Background: an optimization exercise with open tools, aiming at small area. Do not read the settings as production practice.
In this exercise RTL edits were held to simulation tests only and were not proved equivalent to the original.
No activity file was given, so power comes from the tool's default toggle rates. The clock port is modelled as an ideal driver; clocking choices that lean on that would not hold on a real chip.

== lagoon ==
==> module minhash_coef_table, before the edit <==
module minhash_coef_table #(
   parameter int NUM_HASH = 16,
   parameter int COEF_W   = 32
) (
   input  logic              clk,
   input  logic              rstN,
   input  logic              wr_en,
   input  logic [4:0]        wr_addr,
   input  logic [COEF_W-1:0] wr_a,
   input  logic [COEF_W-1:0] wr_b,
   input  logic [3:0]        rd_addr,
   output logic [COEF_W-1:0] rd_a,
   output logic [COEF_W-1:0] rd_b
);
   logic [COEF_W-1:0]   mem_a [NUM_HASH];
   logic [COEF_W-1:0]   mem_b [NUM_HASH];
   logic [NUM_HASH-1:0] valid;
   logic [NUM_HASH-1:0] wr_sel;
   logic [NUM_HASH-1:0] rd_sel;
   always_comb begin
      for (int i = 0; i < NUM_HASH; i++) begin
         wr_sel[i] = wr_en && (wr_addr == 5'(i));
         rd_sel[i] = valid[i] && (rd_addr == 4'(i));
      end
   end
   always_ff @(posedge clk) begin
      for (int i = 0; i < NUM_HASH; i++) begin
         if (wr_sel[i]) begin
            mem_a[i] <= wr_a;
            mem_b[i] <= wr_b;
         end
      end
   end
   always_ff @(posedge clk) begin
      if (rstN) valid <= '0;
      else      valid <= valid | wr_sel;
   end
   always_comb begin
      rd_a = '0;
      rd_b = '0;
      for (int i = 0; i < NUM_HASH; i++) begin
         rd_a = rd_a | (mem_a[i] & {COEF_W{rd_sel[i]}});
         rd_b = rd_b | (mem_b[i] & {COEF_W{rd_sel[i]}});
      end
   end
endmodule
export LEC_CHECK = 0
export CAP_MARGIN = 20
export CORE_MARGIN = 2
export CORE_UTILIZATION = 40
export SLEW_MARGIN = 20
create_clock -name core_clock -period 5.0 [get_ports {clk}]
standard.sh (not shown) runs the stock make flow with config.mk's settings and CLKGATE_MAP_FILE= SYNTH_SCRIPT=/design/flow/synth_recipe.tcl, a recipe that flattens the netlist after the stock synthesis.
==> flow/flow/run.sh <==
#!/bin/bash
# Standard layout, with two changes: the port buffers are the smallest buffer
# (sky130_fd_sc_hd__buf_1) and the clock tree uses larger sink clusters
# without dummy loads.
set -euo pipefail
bash standard.sh \
  BUFFER_PORTS_ARGS="-buffer_cell sky130_fd_sc_hd__buf_1" \
  CTS_ARGS="-sink_clustering_enable -repair_clock_nets -buf_list sky130_fd_sc_hd__clkbuf_16 -sink_clustering_size 30 -sink_clustering_max_diameter 100 -dont_use_dummy_load" \
  finish > standard_flow.log 2>&1
### lagoon -> fjord
diff --git a/flow/design.v b/flow/design.v
--- a/flow/design.v
+++ b/flow/design.v
@@ -50,17 +50,22 @@
    end
    always_ff @(posedge clk) begin
       if (rstN) valid <= '0;
       else      valid <= valid | wr_sel;
    end
+   logic [COEF_W-1:0] ga [4];
+   logic [COEF_W-1:0] gb [4];
    always_comb begin
-      rd_a = '0;
-      rd_b = '0;
-      for (int i = 0; i < NUM_HASH; i++) begin
-         rd_a = rd_a | (mem_a[i] & {COEF_W{rd_sel[i]}});
-         rd_b = rd_b | (mem_b[i] & {COEF_W{rd_sel[i]}});
+      for (int g = 0; g < 4; g++) begin
+         ga[g] = '0; gb[g] = '0;
+         for (int e = 0; e < 4; e++) begin
+            ga[g] = ga[g] | (mem_a[4*g+e] & {COEF_W{rd_sel[4*g+e]}});
+            gb[g] = gb[g] | (mem_b[4*g+e] & {COEF_W{rd_sel[4*g+e]}});
+         end
       end
+      rd_a = (ga[0] | ga[1]) | (ga[2] | ga[3]);
+      rd_b = (gb[0] | gb[1]) | (gb[2] | gb[3]);
    end
 endmodule
 `default_nettype wire
 `timescale 1ns/1ps
 `default_nettype none
fjord vs lagoon, register share of the cell area went up by 1.4 points.
fjord vs. lagoon: clock edge transition at the registers on the reported setup and hold paths roughly the same, met3 global-route usage increased by 0.35 points relative to the old numbers.
Final period demand of the worst path on fjord is down relative to lagoon.
As far as count of hold-fix buffers inserted at cts goes, fjord and lagoon are indistinguishable; the numbers are identical.
Delta (fjord minus lagoon): multi-input logic cell count went up by 52; total length of routed wires lost 3700 microns; core region area fell by about 1.6%; leakage power of the design shrank by about 3.5%.

-- static timing again, ports no longer ideal --
No port has a modelled driver above. Below, the same layouts with a new extraction and two added sets of constraints. Step 1, drivers: a clkbuf_16 drives clk and a buf_2 each remaining input, both assumed. Step 2 moves the port delays by t, midway between the first and last clock arrival at a register: inputs arrive t later, outputs are due t later. That takes back most of the time a late clock gives input paths. a / b / c = ideal ports / drivers / drivers and shift; a / b = the first two.
run | shift t [ns] | setup slack, ns | clock arrival spread, ns | worst data-port slew with drivers (ns) | cell pins on the clock port's net
lagoon | 0.667 | 0.558 / 0.493 / 1.160 | 0.059 / 0.060 | 0.15 | 1
fjord | 0.659 | 0.682 / 0.616 / 1.276 | 0.064 / 0.063 | 0.11 | 1
After both steps setup and hold are still met in every run listed.
